From an optimization exercise on the open Yosys and OpenROAD flow, aimed at small area, a short achievable clock period and few clock cycles per item; shortcuts taken in it are not production practice. Where RTL was checked, it was by simulation tests only, not by an equivalence proof against the original. No activity file was given, so power comes from the tool's default toggle rates.

==> flow/design.v <==
`timescale 1ns/1ns
module huff_top
(
  input  logic       clk,
  input  logic       rst,
  input  logic       sym_req,
  input  logic [3:0] sym,
  output logic       sym_ack,
  output logic       table_start,
  output logic       table_valid,
  output logic       table_bit,
  output logic       table_done
);
  localparam logic [8:0] WMAX = 9'h1FF;         
  localparam logic [1:0] M_INIT = 2'd0;         
  localparam logic [1:0] M_COLL = 2'd1;         
  localparam logic [1:0] M_WAIT = 2'd2;         
  localparam logic [1:0] M_BLD  = 2'd3;         
  logic [1:0] mode;
  logic [3:0] p;                                
  logic       first;                            
  logic       last_p;                           
  logic [3:0] rnd;                              
  logic [7:0] blk;                              
  logic       take;
  logic       wrdy;                             
  logic       fin;                              
  logic       merged;                           
  logic [3:0] symq;                             
  logic       tq;                               
  assign last_p = (p == 4'd9);
  logic       open_in;                          
  logic       absorb;                           
  logic [15:0] full;                            
  assign open_in = (mode == M_COLL) | merged;
  assign absorb  = ~merged;
  assign take    = sym_req & ~sym_ack & open_in & ~full[sym];
  logic [8:0] w  [10];                          
  logic [3:0] sm [10];                          
  logic [3:0] n;                                
  logic [3:0] n2;                               
  logic [3:0] sm_n2;
  logic [3:0] smq;                              
  always_comb
  begin
    full = '0;
    for (int i = 0; i < 10; i++)
      full[i] = &sm[i];
  end
  assign n  = last_p ? 4'd0 : p + 4'd1;
  always_comb
  begin
    sm_n2 = '0;
    for (int i = 0; i < 10; i++)
      if (n2 == 4'(i))
        sm_n2 = sm[i];
  end
  logic [8:0] best_w, sec_w, sum_r;
  logic [3:0] best_i, sec_i, a_r, b_r;
  logic [8:0] sumv;
  logic [8:0] xd;                               
  logic       lt_b, lt_s;
  logic       mod_en;                           
  logic [3:0] a_e, b_e;
  assign sumv   = best_w + sec_w;               
  assign xd     = ~(first & merged) ? w[0] :
                  (best_i == 4'd0) ? WMAX : ((sec_i == 4'd0) ? sumv : w[0]);
  assign lt_b   = (w[0] <= best_w);             
  assign lt_s   = (w[0] <= sec_w);
  assign mod_en = merged & ~last_p;
  assign a_e    = first ? best_i : a_r;
  assign b_e    = first ? sec_i : b_r;
  always_ff @(posedge clk)
  begin
    for (int i = 0; i < 8; i++)
      w[i+1] <= w[i+2];
    w[9] <= ((mode == M_INIT) || (mode == M_BLD && rnd == 4'd8)) ? 9'd0 : xd;
    if (mode == M_INIT)
      w[0] <= 9'd0;
    else if (mod_en && n == a_e)
      w[0] <= WMAX;
    else if (mod_en && n == b_e)
      w[0] <= first ? sumv : sum_r;
    else
      w[0] <= w[1] + {5'd0, smq};                
    smq  <= (mode == M_INIT || !absorb) ? 4'd0 : sm_n2;
    for (int i = 0; i < 10; i++)
      sm[i] <= ((absorb && n2 == 4'(i)) ? 4'd0 : sm[i]) + {3'd0, tq && (symq == 4'(i))};
    symq <= sym;
    tq   <= take;
    if (first)
    begin
      best_w <= xd;
      best_i <= p;
      sec_w  <= WMAX;
      sum_r  <= sumv;                           
      a_r    <= best_i;
      b_r    <= sec_i;
    end
    else if (lt_b)
    begin
      best_w <= w[0];
      best_i <= p;
      sec_w  <= best_w;
      sec_i  <= best_i;
    end
    else if (lt_s)
    begin
      sec_w <= w[0];
      sec_i <= p;
    end
  end
  logic [7:0] rec [9];                          
  logic [3:0] q;                                
  logic [3:0] ra, rb;
  assign ra = rec[0][7:4];
  assign rb = rec[0][3:0];
  always_ff @(posedge clk)
  begin
    for (int i = 0; i < 8; i++)
      rec[i] <= rec[i+1];
    rec[8] <= (first && (merged || fin)) ? {best_i, sec_i} : rec[0];
  end
  localparam logic [1:0] E_IDLE = 2'd0;
  localparam logic [1:0] E_SYNC = 2'd1;         
  localparam logic [1:0] E_WALK = 2'd2;         
  localparam logic [1:0] E_EMIT = 2'd3;         
  logic [1:0] est;
  logic [3:0] dig;
  logic [3:0] s;                                
  logic [9:0] code;                             
  logic       last_bit;
  assign last_bit = (code[9:1] == 9'd1);
  always_ff @(posedge clk)
  begin
    case (est)
      E_WALK:
        if (s == ra)
        begin
          code <= {code[8:0], 1'b0};
          s    <= rb;
        end
        else if (s == rb)
          code <= {code[8:0], 1'b1};
      E_EMIT:
      begin
        code <= {1'b0, code[9:1]};
        if (last_bit)
        begin
          dig <= dig + 4'd1;
          s   <= dig + 4'd1;
        end
      end
      default:
        ;
    endcase
    if (fin)
    begin
      dig  <= '0;
      s    <= '0;
      code <= 10'd1;
    end
  end
  always_ff @(posedge clk or negedge rst)
  begin
    if (!rst)
    begin
      mode        <= M_INIT;
      p           <= '0;
      n2          <= 4'd2;
      first       <= 1'b1;
      merged      <= 1'b0;
      rnd         <= '0;
      blk         <= '0;
      wrdy        <= 1'b0;
      fin         <= 1'b0;
      sym_ack     <= 1'b0;
      q           <= '0;
      est         <= E_IDLE;
      table_start <= 1'b0;
      table_valid <= 1'b0;
      table_bit   <= 1'b0;
      table_done  <= 1'b0;
    end
    else
    begin
      p       <= n;
      if (mode == M_BLD && last_p)
        merged <= (rnd != 4'd8);                
      n2      <= (n2 == 4'd9) ? 4'd0 : n2 + 4'd1;
      first   <= last_p;
      sym_ack <= sym_req & (sym_ack | (open_in & ~full[sym]));
      if (tq)
        blk <= blk + 8'd1;
      fin <= 1'b0;
      case (mode)
        M_INIT:
          if (last_p)
            mode <= M_COLL;
        M_COLL:
          if (tq && blk == 8'd255)
            mode <= M_WAIT;
        M_WAIT:
          if (p == 4'd8)
            wrdy <= 1'b1;
          else if (last_p && wrdy)
          begin
            wrdy <= 1'b0;
            mode <= M_BLD;
            rnd  <= '0;
          end
        default:
          if (last_p)
          begin
            rnd <= rnd + 4'd1;
            if (rnd == 4'd8)
            begin
              mode <= M_COLL;
              fin  <= 1'b1;
            end
          end
      endcase
      q <= (fin || q == 4'd8) ? 4'd0 : q + 4'd1;
      table_start <= 1'b0;
      table_valid <= 1'b0;
      table_bit   <= 1'b0;
      table_done  <= 1'b0;
      case (est)
        E_IDLE:
          ;
        E_SYNC:
          if (dig == 4'd10)
          begin
            table_done <= 1'b1;
            est        <= E_IDLE;
          end
          else if (q == 4'd8)
            est <= E_WALK;
        E_WALK:
          if (q == 4'd8)
            est <= E_EMIT;
        default:
        begin
          table_valid <= 1'b1;
          table_bit   <= code[0];
          if (last_bit)
            est <= (q == 4'd8 && dig != 4'd9) ? E_WALK : E_SYNC;
        end
      endcase
      if (fin)
      begin
        table_start <= 1'b1;
        est         <= E_WALK;
      end
    end
  end
endmodule
export LEC_CHECK = 0
export ABC_AREA = 1
export CAP_MARGIN = 20
export CORE_MARGIN = 2
export CORE_UTILIZATION = 40
export CTS_BUF_LIST = sky130_fd_sc_hd__clkbuf_8
export CTS_CLUSTER_DIAMETER = 50
export CTS_CLUSTER_SIZE = 16
export PLACE_DENSITY = 0.6
export SETUP_SLACK_MARGIN = 2.8
export SLEW_MARGIN = 20
create_clock -name core_clock -period 5.0 [get_ports {clk}]
run.sh (not shown) runs the stock make flow with config.mk's settings and CLKGATE_MAP_FILE= SYNTH_SCRIPT=/design/flow/synth_recipe.tcl, a recipe that flattens the netlist after the stock synthesis.
The baseline completed without violations.
Testbench counts at the start, summed over its fixed seeds: cycles 36,143, blocks 64.
Rerun with:
--- a/flow/design.v
+++ b/flow/design.v
@@ -25,10 +25,8 @@
   logic       take;
   logic       wrdy;                             
   logic       fin;                              
   logic       merged;                           
-  logic [3:0] symq;                             
-  logic       tq;                               
   assign last_p = (p == 4'd9);
   logic       open_in;                          
   logic       absorb;                           
   logic [15:0] full;                            
@@ -84,11 +82,9 @@
     else
       w[0] <= w[1] + {5'd0, smq};                
     smq  <= (mode == M_INIT || !absorb) ? 4'd0 : sm_n2;
     for (int i = 0; i < 10; i++)
-      sm[i] <= ((absorb && n2 == 4'(i)) ? 4'd0 : sm[i]) + {3'd0, tq && (symq == 4'(i))};
-    symq <= sym;
-    tq   <= take;
+      sm[i] <= ((absorb && n2 == 4'(i)) ? 4'd0 : sm[i]) + {3'd0, take && (sym == 4'(i))};
     if (first)
     begin
       best_w <= xd;
       best_i <= p;
@@ -189,17 +185,17 @@
         merged <= (rnd != 4'd8);                
       n2      <= (n2 == 4'd9) ? 4'd0 : n2 + 4'd1;
       first   <= last_p;
       sym_ack <= sym_req & (sym_ack | (open_in & ~full[sym]));
-      if (tq)
+      if (take)
         blk <= blk + 8'd1;
       fin <= 1'b0;
       case (mode)
         M_INIT:
           if (last_p)
             mode <= M_COLL;
         M_COLL:
-          if (tq && blk == 8'd255)
+          if (take && blk == 8'd255)
             mode <= M_WAIT;
         M_WAIT:
           if (p == 4'd8)
             wrdy <= 1'b1;
- routed wire length came out lower by 4.2%
- first-iteration DRC count shrinks by 30%
- flip-flop and latch count decreases by 5
- final area climbs by 2.6%
- global-route usage shrinks by 0.53 points
- die area fell by about 1.8%
- setup slack loses 78 ps
For the second run of this note, only the layout was checked, not whether the RTL still works.

* * *

Starts from the design.v that is shown in full above.
export LEC_CHECK = 0
export CAP_MARGIN = 20
export CORE_MARGIN = 2
export CORE_UTILIZATION = 40
export CTS_BUF_LIST = sky130_fd_sc_hd__clkbuf_8
export CTS_CLUSTER_DIAMETER = 50
export CTS_CLUSTER_SIZE = 16
export PLACE_DENSITY = 0.6
export SETUP_SLACK_MARGIN = 2.7
export SLEW_MARGIN = 20
create_clock -name core_clock -period 5.0 [get_ports {clk}]
Testbench counts at the start, summed over its fixed seeds: cycles 36,143, blocks 64.
Next try:
--- a/flow/design.v
+++ b/flow/design.v
@@ -30,23 +30,14 @@
   logic       tq;                               
   assign last_p = (p == 4'd9);
-  logic       open_in;                          
-  logic       absorb;                           
-  logic [15:0] full;                            
-  assign open_in = (mode == M_COLL) | merged;
-  assign absorb  = ~merged;
-  assign take    = sym_req & ~sym_ack & open_in & ~full[sym];
+  assign take   = sym_req & ~sym_ack & (mode == M_COLL);
+  assign merged = (mode == M_BLD) & (rnd != 4'd0);
   logic [8:0] w  [10];                          
-  logic [3:0] sm [10];                          
+  logic [2:0] sm [10];                          
   logic [3:0] n;                                
   logic [3:0] n2;                               
-  logic [3:0] sm_n2;
-  logic [3:0] smq;                              
-  always_comb
-  begin
-    full = '0;
-    for (int i = 0; i < 10; i++)
-      full[i] = &sm[i];
-  end
+  logic [2:0] sm_n2;
+  logic [2:0] smq;                              
   assign n  = last_p ? 4'd0 : p + 4'd1;
+  assign n2 = (p == 4'd8) ? 4'd0 : (last_p ? 4'd1 : p + 4'd2);
   always_comb
   begin
@@ -83,8 +74,8 @@
       w[0] <= first ? sumv : sum_r;
     else
-      w[0] <= w[1] + {5'd0, smq};                
-    smq  <= (mode == M_INIT || !absorb) ? 4'd0 : sm_n2;
+      w[0] <= w[1] + {6'd0, smq};
+    smq  <= (mode == M_INIT) ? 3'd0 : sm_n2;
     for (int i = 0; i < 10; i++)
-      sm[i] <= ((absorb && n2 == 4'(i)) ? 4'd0 : sm[i]) + {3'd0, tq && (symq == 4'(i))};
+      sm[i] <= ((n2 == 4'(i)) ? 3'd0 : sm[i]) + {2'd0, tq && (symq == 4'(i))};
     symq <= sym;
     tq   <= take;
@@ -168,7 +159,5 @@
       mode        <= M_INIT;
       p           <= '0;
-      n2          <= 4'd2;
       first       <= 1'b1;
-      merged      <= 1'b0;
       rnd         <= '0;
       blk         <= '0;
@@ -186,9 +175,6 @@
     begin
       p       <= n;
-      if (mode == M_BLD && last_p)
-        merged <= (rnd != 4'd8);                
-      n2      <= (n2 == 4'd9) ? 4'd0 : n2 + 4'd1;
       first   <= last_p;
-      sym_ack <= sym_req & (sym_ack | (open_in & ~full[sym]));
+      sym_ack <= sym_req & (sym_ack | (mode == M_COLL));
       if (tq)
         blk <= blk + 8'd1;
Effect: Core utilization is about the same; via count went down by a few percent; wire length drops by a few percent; non-clock buffer count came out higher by 6; worst setup slack improved by 75 ps; worst hold slack improved by 8.2 ps; combinational power came out higher by about a fifth; final area decreases by a few percent; power grows slightly; clock power rises by a few percent; count of clock-buffer cells in the layout grows by 2; clock skew went up by 15 ps; register-to-register slack improves by 70 ps; area after synthesis shrinks by a few percent.
Testbench counts after the change, summed over its fixed seeds: cycles 40,543, blocks 64.

* * *

huff_top, a different RTL version from the one above (not shown whole).
Size: about 300 flip-flops, about 0.011 mm² of cells after synthesis.
==> module huff_top, before the edit <==
module huff_top
(
  input  logic       clk,
  input  logic       rst,
  input  logic       sym_req,
  input  logic [3:0] sym,
  output logic       sym_ack,
  output logic       table_start,
  output logic       table_valid,
  output logic       table_bit,
  output logic       table_done
);
  localparam logic [8:0] WMAX = 9'h1FF;         
  localparam logic [1:0] M_INIT = 2'd0;         
  localparam logic [1:0] M_COLL = 2'd1;         
  localparam logic [1:0] M_WAIT = 2'd2;         
  localparam logic [1:0] M_BLD  = 2'd3;         
  logic [1:0] mode;
  logic [3:0] p;                                
  logic       first;                            
  logic       last_p;                           
  logic [3:0] rnd;                              
  logic [7:0] blk;                              
  logic       take;
  logic       wrdy;                             
  logic       fin;                              
  logic       merged;                           
  logic [3:0] symq;                             
  logic       tq;                               
  assign last_p = (p == 4'd9);
  assign take   = sym_req & ~sym_ack & (mode == M_COLL);
  assign merged = (mode == M_BLD) & (rnd != 4'd0);
  logic [8:0] w  [10];                          
  logic [2:0] sm [10];                          
  logic [3:0] n;                                
  logic [3:0] n2;                               
  logic [2:0] sm_n2;
  logic [2:0] smq;                              
  assign n  = last_p ? 4'd0 : p + 4'd1;
  always_comb
  begin
    sm_n2 = '0;
    for (int i = 0; i < 10; i++)
      if (n2 == 4'(i))
        sm_n2 = sm[i];
  end
  logic [8:0] best_w, sec_w, sum_r;
  logic [3:0] best_i, sec_i, a_r, b_r;
  logic [8:0] sumv;
  logic [8:0] xd;                               
  logic       lt_b, lt_s;
  logic       mod_en;                           
  logic [3:0] a_e, b_e;
  assign sumv   = best_w + sec_w;               
  assign xd     = ~(first & merged) ? w[0] :
                  (best_i == 4'd0) ? WMAX : ((sec_i == 4'd0) ? sumv : w[0]);
  assign lt_b   = (w[0] <= best_w);             
  assign lt_s   = (w[0] <= sec_w);
  assign mod_en = merged & ~last_p;
  assign a_e    = first ? best_i : a_r;
  assign b_e    = first ? sec_i : b_r;
  always_ff @(posedge clk)
  begin
    for (int i = 0; i < 8; i++)
      w[i+1] <= w[i+2];
    w[9] <= ((mode == M_INIT) || (mode == M_BLD && rnd == 4'd8)) ? 9'd0 : xd;
    if (mode == M_INIT)
      w[0] <= 9'd0;
    else if (mod_en && n == a_e)
      w[0] <= WMAX;
    else if (mod_en && n == b_e)
      w[0] <= first ? sumv : sum_r;
    else
      w[0] <= w[1] + {6'd0, smq};
    smq  <= (mode == M_INIT) ? 3'd0 : sm_n2;
    for (int i = 0; i < 10; i++)
      sm[i] <= ((n2 == 4'(i)) ? 3'd0 : sm[i]) + {2'd0, tq && (symq == 4'(i))};
    symq <= sym;
    tq   <= take;
    if (first)
    begin
      best_w <= xd;
      best_i <= p;
      sec_w  <= WMAX;
      sum_r  <= sumv;                           
      a_r    <= best_i;
      b_r    <= sec_i;
    end
    else if (lt_b)
    begin
      best_w <= w[0];
      best_i <= p;
      sec_w  <= best_w;
      sec_i  <= best_i;
    end
    else if (lt_s)
    begin
      sec_w <= w[0];
      sec_i <= p;
    end
  end
  logic [7:0] rec [9];                          
  logic [3:0] q;                                
  logic [3:0] ra, rb;
  assign ra = rec[0][7:4];
  assign rb = rec[0][3:0];
  always_ff @(posedge clk)
  begin
    for (int i = 0; i < 8; i++)
      rec[i] <= rec[i+1];
    rec[8] <= (first && (merged || fin)) ? {best_i, sec_i} : rec[0];
  end
  localparam logic [1:0] E_IDLE = 2'd0;
  localparam logic [1:0] E_SYNC = 2'd1;         
  localparam logic [1:0] E_WALK = 2'd2;         
  localparam logic [1:0] E_EMIT = 2'd3;         
  logic [1:0] est;
  logic [3:0] dig;
  logic [3:0] s;                                
  logic [9:0] code;                             
  logic       last_bit;
  assign last_bit = (code[9:1] == 9'd1);
  always_ff @(posedge clk)
  begin
    case (est)
      E_WALK:
        if (s == ra)
        begin
          code <= {code[8:0], 1'b0};
          s    <= rb;
        end
        else if (s == rb)
          code <= {code[8:0], 1'b1};
      E_EMIT:
      begin
        code <= {1'b0, code[9:1]};
        if (last_bit)
        begin
          dig <= dig + 4'd1;
          s   <= dig + 4'd1;
        end
      end
      default:
        ;
    endcase
    if (fin)
    begin
      dig  <= '0;
      s    <= '0;
      code <= 10'd1;
    end
  end
  always_ff @(posedge clk or negedge rst)
  begin
    if (!rst)
    begin
      mode        <= M_INIT;
      p           <= '0;
      n2          <= 4'd2;
      first       <= 1'b1;
      rnd         <= '0;
      blk         <= '0;
      wrdy        <= 1'b0;
      fin         <= 1'b0;
      sym_ack     <= 1'b0;
      q           <= '0;
      est         <= E_IDLE;
      table_start <= 1'b0;
      table_valid <= 1'b0;
      table_bit   <= 1'b0;
      table_done  <= 1'b0;
    end
    else
    begin
      p       <= n;
      n2      <= (n2 == 4'd9) ? 4'd0 : n2 + 4'd1;
      first   <= last_p;
      sym_ack <= sym_req & (sym_ack | (mode == M_COLL));
      if (tq)
        blk <= blk + 8'd1;
      fin <= 1'b0;
      case (mode)
        M_INIT:
          if (last_p)
            mode <= M_COLL;
        M_COLL:
          if (tq && blk == 8'd255)
            mode <= M_WAIT;
        M_WAIT:
          if (p == 4'd8)
            wrdy <= 1'b1;
          else if (last_p && wrdy)
          begin
            wrdy <= 1'b0;
            mode <= M_BLD;
            rnd  <= '0;
          end
        default:
          if (last_p)
          begin
            rnd <= rnd + 4'd1;
            if (rnd == 4'd8)
            begin
              mode <= M_COLL;
              fin  <= 1'b1;
            end
          end
      endcase
      q <= (fin || q == 4'd8) ? 4'd0 : q + 4'd1;
      table_start <= 1'b0;
      table_valid <= 1'b0;
      table_bit   <= 1'b0;
      table_done  <= 1'b0;
      case (est)
        E_IDLE:
          ;
        E_SYNC:
          if (dig == 4'd10)
          begin
            table_done <= 1'b1;
            est        <= E_IDLE;
          end
          else if (q == 4'd8)
            est <= E_WALK;
        E_WALK:
          if (q == 4'd8)
            est <= E_EMIT;
        default:
        begin
          table_valid <= 1'b1;
          table_bit   <= code[0];
          if (last_bit)
            est <= (q == 4'd8 && dig != 4'd9) ? E_WALK : E_SYNC;
        end
      endcase
      if (fin)
      begin
        table_start <= 1'b1;
        est         <= E_WALK;
      end
    end
  end
endmodule
make LEC_CHECK=0 ABC_AREA=1 CAP_MARGIN=20 CORE_MARGIN=2 CORE_UTILIZATION=40 CTS_BUF_LIST=sky130_fd_sc_hd__clkbuf_8 CTS_CLUSTER_DIAMETER=50 CTS_CLUSTER_SIZE=16 PLACE_DENSITY=0.6 SETUP_SLACK_MARGIN=2.7 SLEW_MARGIN=20 finish   # period 5.0 ns
==> next run, changes <==
--- a/flow/design.v
+++ b/flow/design.v
@@ -29,14 +29,25 @@
   logic [3:0] symq;                             
   logic       tq;                               
   assign last_p = (p == 4'd9);
-  assign take   = sym_req & ~sym_ack & (mode == M_COLL);
+  logic       open_in;                          
+  logic       absorb;                           
+  logic [15:0] full;                            
+  assign open_in = (mode == M_COLL) | merged;
+  assign absorb  = ~merged;
+  assign take    = sym_req & ~sym_ack & open_in & ~full[sym];
   assign merged = (mode == M_BLD) & (rnd != 4'd0);
   logic [8:0] w  [10];                          
-  logic [2:0] sm [10];                          
+  logic [3:0] sm [10];                          
   logic [3:0] n;                                
   logic [3:0] n2;                               
-  logic [2:0] sm_n2;
-  logic [2:0] smq;                              
+  logic [3:0] sm_n2;
+  logic [3:0] smq;                              
+  always_comb
+  begin
+    full = '0;
+    for (int i = 0; i < 10; i++)
+      full[i] = &sm[i];
+  end
   assign n  = last_p ? 4'd0 : p + 4'd1;
   always_comb
   begin
@@ -72,10 +83,10 @@
     else if (mod_en && n == b_e)
       w[0] <= first ? sumv : sum_r;
     else
-      w[0] <= w[1] + {6'd0, smq};
-    smq  <= (mode == M_INIT) ? 3'd0 : sm_n2;
+      w[0] <= w[1] + (absorb ? {5'd0, smq} : 9'd0);
+    smq  <= (mode == M_INIT || !absorb) ? 4'd0 : sm_n2;
     for (int i = 0; i < 10; i++)
-      sm[i] <= ((n2 == 4'(i)) ? 3'd0 : sm[i]) + {2'd0, tq && (symq == 4'(i))};
+      sm[i] <= ((absorb && n2 == 4'(i)) ? 4'd0 : sm[i]) + {3'd0, tq && (symq == 4'(i))};
     symq <= sym;
     tq   <= take;
     if (first)
@@ -176,7 +187,7 @@
       p       <= n;
       n2      <= (n2 == 4'd9) ? 4'd0 : n2 + 4'd1;
       first   <= last_p;
-      sym_ack <= sym_req & (sym_ack | (mode == M_COLL));
+      sym_ack <= sym_req & (sym_ack | (open_in & ~full[sym]));
       if (tq)
         blk <= blk + 8'd1;
       fin <= 1'b0;
The new run completed without violations.
Global-route usage rises by 1.0 points.
Wire length rises by 17%.
Utilization rises by 0.38 points.
Area after synthesis rises by 8.9%.
Die area rises by 8.7%.
Cell count rises by 13%.
Function was not checked in any run of this note: the RTL went through the layout flow alone.

[what the ideal ports hide]
In the flow no input, the clock included, has a driving cell. The finished layouts below were timed again as built, in two steps.
Step 1: set_driving_cell puts a clkbuf_16 on clk and a buf_2 on each other input, an assumption about the parent block.
Step 2 also shifts input and output timing later by t, the mid clock arrival at the registers, as if the neighbouring blocks saw the same clock.
a / b / c = no drivers / after step 1 / after step 2; a / b = the first two.
| run | t (ns) | setup slack, ns | hold WS [ns] |
|---|---|---|---|
| the first run of note 1 | 0.633 | 2.891 / 2.847 / 2.361 | 0.328 / 0.328 / 0.328 |
| the second run of note 1 | 0.623 | 2.813 / 2.808 / 2.185 | 0.324 / 0.324 / 0.324 |
| the first run of note 2 | 0.611 | 2.655 / 2.655 / 2.424 | 0.314 / 0.314 / 0.314 |
| the second run of note 2 | 0.609 | 2.730 / 2.730 / 2.730 | 0.323 / 0.323 / 0.323 |
| the first run of note 3 | 0.601 | 2.793 / 2.751 / 2.903 | 0.322 / 0.322 / 0.322 |
| the second run of note 3 | 0.583 | 2.666 / 2.666 / 2.483 | 0.320 / 0.320 / 0.320 |
After both steps every run listed still meets setup and hold. For the second run of note 1, which loses most, drivers alone change the setup slack by -0.005 ns; drivers and shift together by -0.628 ns.
